This is an optimization exercise on Yosys and OpenROAD, whose aim is small area, a short achievable clock period and few clock cycles per item, not a production implementation.
Power is estimated from default activity; no workload was simulated.

lane 1:
==> flow/design.v <==
module ex_muldiv_unit (
  input  logic        clk,
  input  logic        rst,
  input  logic        start_i,
  input  logic [2:0]  op_i,
  input  logic [31:0] rs1_i,
  input  logic [31:0] rs2_i,
  input  logic [4:0]  rd_addr_i,
  input  logic        flush_i,
  output logic        busy_o,
  output logic        done_o,
  output logic [31:0] result_o,
  output logic [4:0]  rd_addr_o
);
  logic s_mul, s_norm, s_div, s_done, s_idle;
  assign s_idle = ~(s_mul | s_norm | s_div | s_done);
  logic accept;
  assign accept = s_idle & start_i & ~flush_i;
  function automatic logic [1:0] nbytes_m1(input logic [31:0] v, input logic ext);
    logic nz1, nz2, nz3;
    nz1 = (v[15:8]  != {8{ext}});
    nz2 = (v[23:16] != {8{ext}});
    nz3 = (v[31:24] != {8{ext}});
    if (nz3)      nbytes_m1 = 2'd3;
    else if (nz2) nbytes_m1 = 2'd2;
    else if (nz1) nbytes_m1 = 2'd1;
    else          nbytes_m1 = 2'd0;
  endfunction
  logic        e1, e2, swap, sel;
  logic [1:0]  n1, n2;
  logic        a_neg, b_neg;
  logic [31:0] a_mag;
  assign e1    = ~(op_i[1] & op_i[0]) & rs1_i[31];    
  assign e2    = ~op_i[1] & rs2_i[31];                
  assign n1    = nbytes_m1(rs1_i, e1);
  assign n2    = nbytes_m1(rs2_i, e2);
  assign swap  = (n1 < n2);
  assign sel   = op_i[2] | swap;
  assign a_neg = ~op_i[0] & rs1_i[31];
  assign b_neg = ~op_i[0] & rs2_i[31];
  assign a_mag = (rs1_i ^ {32{a_neg}}) + {31'd0, a_neg};
  logic [32:0] a_q;       
  logic [31:0] b_q;       
  logic        bext_q;    
  logic        dcin_q, dz_q;
  logic        selhi_q;   
  logic        neg_q;     
  logic        negc_q;    
  always_ff @(posedge clk) begin
    selhi_q <= op_i[2] ? op_i[1] : (op_i[1:0] != 2'd0);
    neg_q   <= op_i[2] & (op_i[1] ? a_neg : (a_neg ^ b_neg) | (rs2_i == 32'd0));
    negc_q  <= op_i[2] & (op_i[1] ? a_neg : (a_neg ^ b_neg) & (rs2_i != 32'd0));
    a_q    <= sel ? {e2 & ~op_i[2], rs2_i ^ {32{op_i[2] & ~b_neg}}} : {e1, rs1_i};
    b_q    <= op_i[2] ? a_mag : swap ? rs1_i : rs2_i;
    bext_q <= sel ? e1 : e2;
    dcin_q <= ~b_neg;
    dz_q   <= (rs2_i == 32'd0);
  end
  logic [63:0] acc_q, acc_d;      
  logic [63:0] accc_q, accc_d;    
  logic [3:0]  cnt_q, cnt_d;
  logic        first_q;
  logic        clo_q;             
  logic [7:0] chunk;
  logic [8:0] c9;
  always_comb begin
    case (cnt_q[1:0])
      2'd0:    chunk = b_q[7:0];
      2'd1:    chunk = b_q[15:8];
      2'd2:    chunk = b_q[23:16];
      default: chunk = b_q[31:24];
    endcase
  end
  assign c9 = {first_q & bext_q, chunk};
  function automatic logic [127:0] csa(input logic [63:0] x, input logic [63:0] y,
                                       input logic [63:0] z);
    csa = {x ^ y ^ z, ((x & y) | (x & z) | (y & z)) << 1};
  endfunction
  localparam logic [63:0] SGN_K = -(64'hFF << 32) - (64'd1 << 41);
  logic [63:0] rows [12];
  always_comb begin
    for (int i = 0; i < 8; i++)
      rows[i] = 64'({~(c9[i] & a_q[32]), (a_q[31:0] & {32{c9[i]}})}) << i;
    rows[8]  = 64'({~(c9[8] & ~a_q[32]), ~a_q[32] & c9[8], (~a_q[31:0] & {32{c9[8]}})}) << 8;
    rows[9]  = {acc_q[55:0], 8'd0};
    rows[10] = {accc_q[55:0], 8'd0};
    rows[11] = SGN_K | (64'(c9[8]) << 8);
  end
  logic [63:0] l1 [8];
  logic [63:0] l2 [6];
  logic [63:0] l3 [4];
  logic [63:0] l4 [3];
  logic [63:0] mac_s, mac_c;
  always_comb begin
    {l1[0], l1[1]} = csa(rows[0], rows[1], rows[2]);
    {l1[2], l1[3]} = csa(rows[3], rows[4], rows[5]);
    {l1[4], l1[5]} = csa(rows[6], rows[7], rows[8]);
    {l1[6], l1[7]} = csa(rows[9], rows[10], rows[11]);
    {l2[0], l2[1]} = csa(l1[0], l1[1], l1[2]);
    {l2[2], l2[3]} = csa(l1[3], l1[4], l1[5]);
    l2[4] = l1[6];
    l2[5] = l1[7];
    {l3[0], l3[1]} = csa(l2[0], l2[1], l2[2]);
    {l3[2], l3[3]} = csa(l2[3], l2[4], l2[5]);
    {l4[0], l4[1]} = csa(l3[0], l3[1], l3[2]);
    l4[2] = l3[3];
    {mac_s, mac_c} = csa(l4[0], l4[1], l4[2]);
  end
  logic mac_clo;
  ex_muldiv_cout32 u_clo (.x(mac_s[31:0]), .y(mac_c[31:0]), .co(mac_clo));
  logic [32:0] r1s, r2s;
  logic [34:0] t1, t2;
  logic        q1, q2;
  logic [31:0] r1, r2;
  assign r1s = {acc_q[63:32], acc_q[31]};
  assign t1  = {1'b0, r1s, 1'b1} + {2'b11, a_q[31:0], dcin_q};
  assign q1  = ~t1[34];
  assign r1  = q1 ? t1[32:1] : r1s[31:0];
  assign r2s = {r1, acc_q[30]};
  assign t2  = {1'b0, r2s, 1'b1} + {2'b11, a_q[31:0], dcin_q};
  assign q2  = ~t2[34];
  assign r2  = q2 ? t2[32:1] : r2s[31:0];
  function automatic logic [5:0] lzc32(input logic [31:0] v);
    logic [5:0] z;
    z = 6'd32;
    for (int i = 0; i < 32; i++)
      if (v[i]) z = 6'(31 - i);
    lzc32 = z;
  endfunction
  logic [6:0]  j0;
  logic [4:0]  j;
  logic        early;
  logic [63:0] norm;
  assign j0    = {1'b0, lzc32(~a_q[31:0] | 32'd1)} - {1'b0, lzc32(b_q)};
  assign early = j0[6] | dz_q;
  assign j     = j0[4:0] | 5'd1;
  assign norm  = early ? {b_q, 32'd0} : ({32'd0, b_q} << (5'd31 - j));
  always_comb begin
    acc_d  = 64'd0;
    accc_d = 64'd0;
    cnt_d  = cnt_q - 4'd1;
    if (s_mul) begin
      acc_d  = mac_s;
      accc_d = mac_c;
    end else if (s_norm) begin
      acc_d  = norm;
      cnt_d  = 4'(j >> 1);
    end else if (s_div) begin
      acc_d  = {r2, acc_q[29:0], q1, q2};
    end
  end
  logic last;
  assign last = (cnt_q == 4'd0);
  always_ff @(posedge clk or posedge rst) begin
    if (rst) begin
      s_mul  <= 1'b0;
      s_norm <= 1'b0;
      s_div  <= 1'b0;
      s_done <= 1'b0;
    end else begin
      s_mul  <= (accept & ~op_i[2]) | (s_mul & ~flush_i & ~last);
      s_norm <= accept & op_i[2];
      s_div  <= (s_norm & ~flush_i & ~early) | (s_div & ~flush_i & ~last);
      s_done <= ((s_mul | s_div) & ~flush_i & last) | (s_norm & ~flush_i & early);
    end
  end
  always_ff @(posedge clk) begin
    acc_q   <= acc_d;
    accc_q  <= accc_d;
    cnt_q   <= s_idle ? {2'd0, swap ? n1 : n2} : cnt_d;
    first_q <= s_idle;
    clo_q   <= s_mul & mac_clo;
  end
  logic        cin;
  logic [31:0] x, y, sum;
  assign x   = (selhi_q ? acc_q[63:32] : acc_q[31:0]) ^ {32{neg_q}};
  assign y   = selhi_q ? accc_q[63:32] : accc_q[31:0];
  assign cin = negc_q | (selhi_q & clo_q);
  ex_muldiv_add32 u_add (.x(x), .y(y), .cin(cin), .s(sum));
  assign result_o  = sum;
  assign busy_o    = accept | s_mul | s_norm | s_div;
  assign done_o    = s_done;
  assign rd_addr_o = rd_addr_i;
endmodule
module ex_muldiv_cout32 (
  input  logic [31:0] x,
  input  logic [31:0] y,
  output logic        co
);
  logic [31:0] g [6];
  logic [31:0] p [6];
  always_comb begin
    g[0] = x & y;
    p[0] = x | y;
    for (int k = 0; k < 5; k++)
      for (int i = 0; i < 32; i++)
        if (i % (2 << k) == (2 << k) - 1) begin
          g[k+1][i] = g[k][i] | (p[k][i] & g[k][i - (1 << k)]);
          p[k+1][i] = p[k][i] & p[k][i - (1 << k)];
        end else begin
          g[k+1][i] = g[k][i];
          p[k+1][i] = p[k][i];
        end
  end
  assign co = g[5][31];
endmodule
module ex_muldiv_add32 (
  input  logic [31:0] x,
  input  logic [31:0] y,
  input  logic        cin,
  output logic [31:0] s
);
  logic [31:0] g [6];
  logic [31:0] p [6];
  logic [31:0] c;
  always_comb begin
    g[0] = x & y;
    p[0] = x ^ y;
    for (int k = 0; k < 5; k++)
      for (int i = 0; i < 32; i++)
        if (i >= (1 << k)) begin
          g[k+1][i] = g[k][i] | (p[k][i] & g[k][i - (1 << k)]);
          p[k+1][i] = p[k][i] & p[k][i - (1 << k)];
        end else begin
          g[k+1][i] = g[k][i];
          p[k+1][i] = p[k][i];
        end
    c[0] = cin;
    for (int i = 1; i < 32; i++)
      c[i] = g[5][i-1] | (p[5][i-1] & cin);
  end
  assign s = p[0] ^ c;
endmodule
export LEC_CHECK = 0
export CAP_MARGIN = 30
export CORE_MARGIN = 2
export CORE_UTILIZATION = 40
export SETUP_SLACK_MARGIN = 5
export SLEW_MARGIN = 30
export SYNTH_HIERARCHICAL = 1
create_clock -name core_clock -period 11.0 [get_ports {clk}]
run.sh (not shown) runs the stock make flow with config.mk's settings and CLKGATE_MAP_FILE= SYNTH_SCRIPT=/design/flow/synth_recipe.tcl, a recipe that flattens the netlist after the stock synthesis.
### lane 1 -> lane 2
--- a/flow/config.mk
+++ b/flow/config.mk
@@ -13 +13,2 @@
 export SYNTH_HIERARCHICAL = 1
+export TNS_END_PERCENT = 20
Results
When the final numbers for lane 1 and lane 2 were put side by side, the cell area turned out to be greater in lane 1.
Relative to lane 1, area occupied by multi-input gates decreased by about 0.4% in lane 2.
Diff lane 1 -> lane 2: met2 wire length went down 0.63%; routed wire length has decreased; switching power of the nets lost 0.040 mW.
Summary of lane 2 over lane 1: sequential share of layout area flat, first-pass GRT wire length flat, maximum frequency -0.0044 GHz, worst supply voltage drop on vdd fell 2.4%, non-clock buffer area fraction after layout now sits lower.
[inputs] lane 3 vs lane 2
--- a/flow/config.mk
+++ b/flow/config.mk
@@ -9,3 +9,3 @@
 export CORE_MARGIN = 2
-export CORE_UTILIZATION = 40
+export CORE_UTILIZATION = 60
 export SETUP_SLACK_MARGIN = 5
@@ -13,2 +13 @@
 export SYNTH_HIERARCHICAL = 1
-export TNS_END_PERCENT = 20
Results
Compared with lane 2, lane 3 shows a die area that is 33% lower. Lane 3 vs lane 2 — final worst slack dropped 13 ps. Compared with lane 2, vias per cell in lane 3 increased by more than 10%.
Function was not checked in any run of this note: the RTL went through the layout flow alone.

## static timing again, ports no longer ideal
No port has a modelled driver above. Below, the same layouts with a new extraction and two added sets of constraints.
Step 1, drivers: a clkbuf_16 drives clk and a buf_2 each remaining input, both assumed.
Step 2 moves the port delays by t, midway between the first and last clock arrival at a register: inputs arrive t later, outputs are due t later. That takes back most of the time a late clock gives input paths.
a / b / c = no drivers / after step 1 / after step 2; a / b = the first two.
run	t (ns)	setup WS [ns]	worst hold slack (ns)	latest minus earliest clock arrival (ns)	worst slew at a driven data input, ns
lane 1	0.643	5.010 / 4.942 / 4.723	0.554 / 0.554 / 0.554	0.025 / 0.024	0.08
lane 2	0.645	4.849 / 4.779 / 4.432	0.562 / 0.562 / 0.562	0.021 / 0.021	0.06
lane 3	0.631	4.837 / 4.777 / 4.642	0.625 / 0.625 / 0.625	0.045 / 0.045	0.08
After both steps setup and hold are still met in every run listed. For lane 2, which loses most, drivers alone change the setup slack by -0.070 ns; drivers and shift together by -0.417 ns.
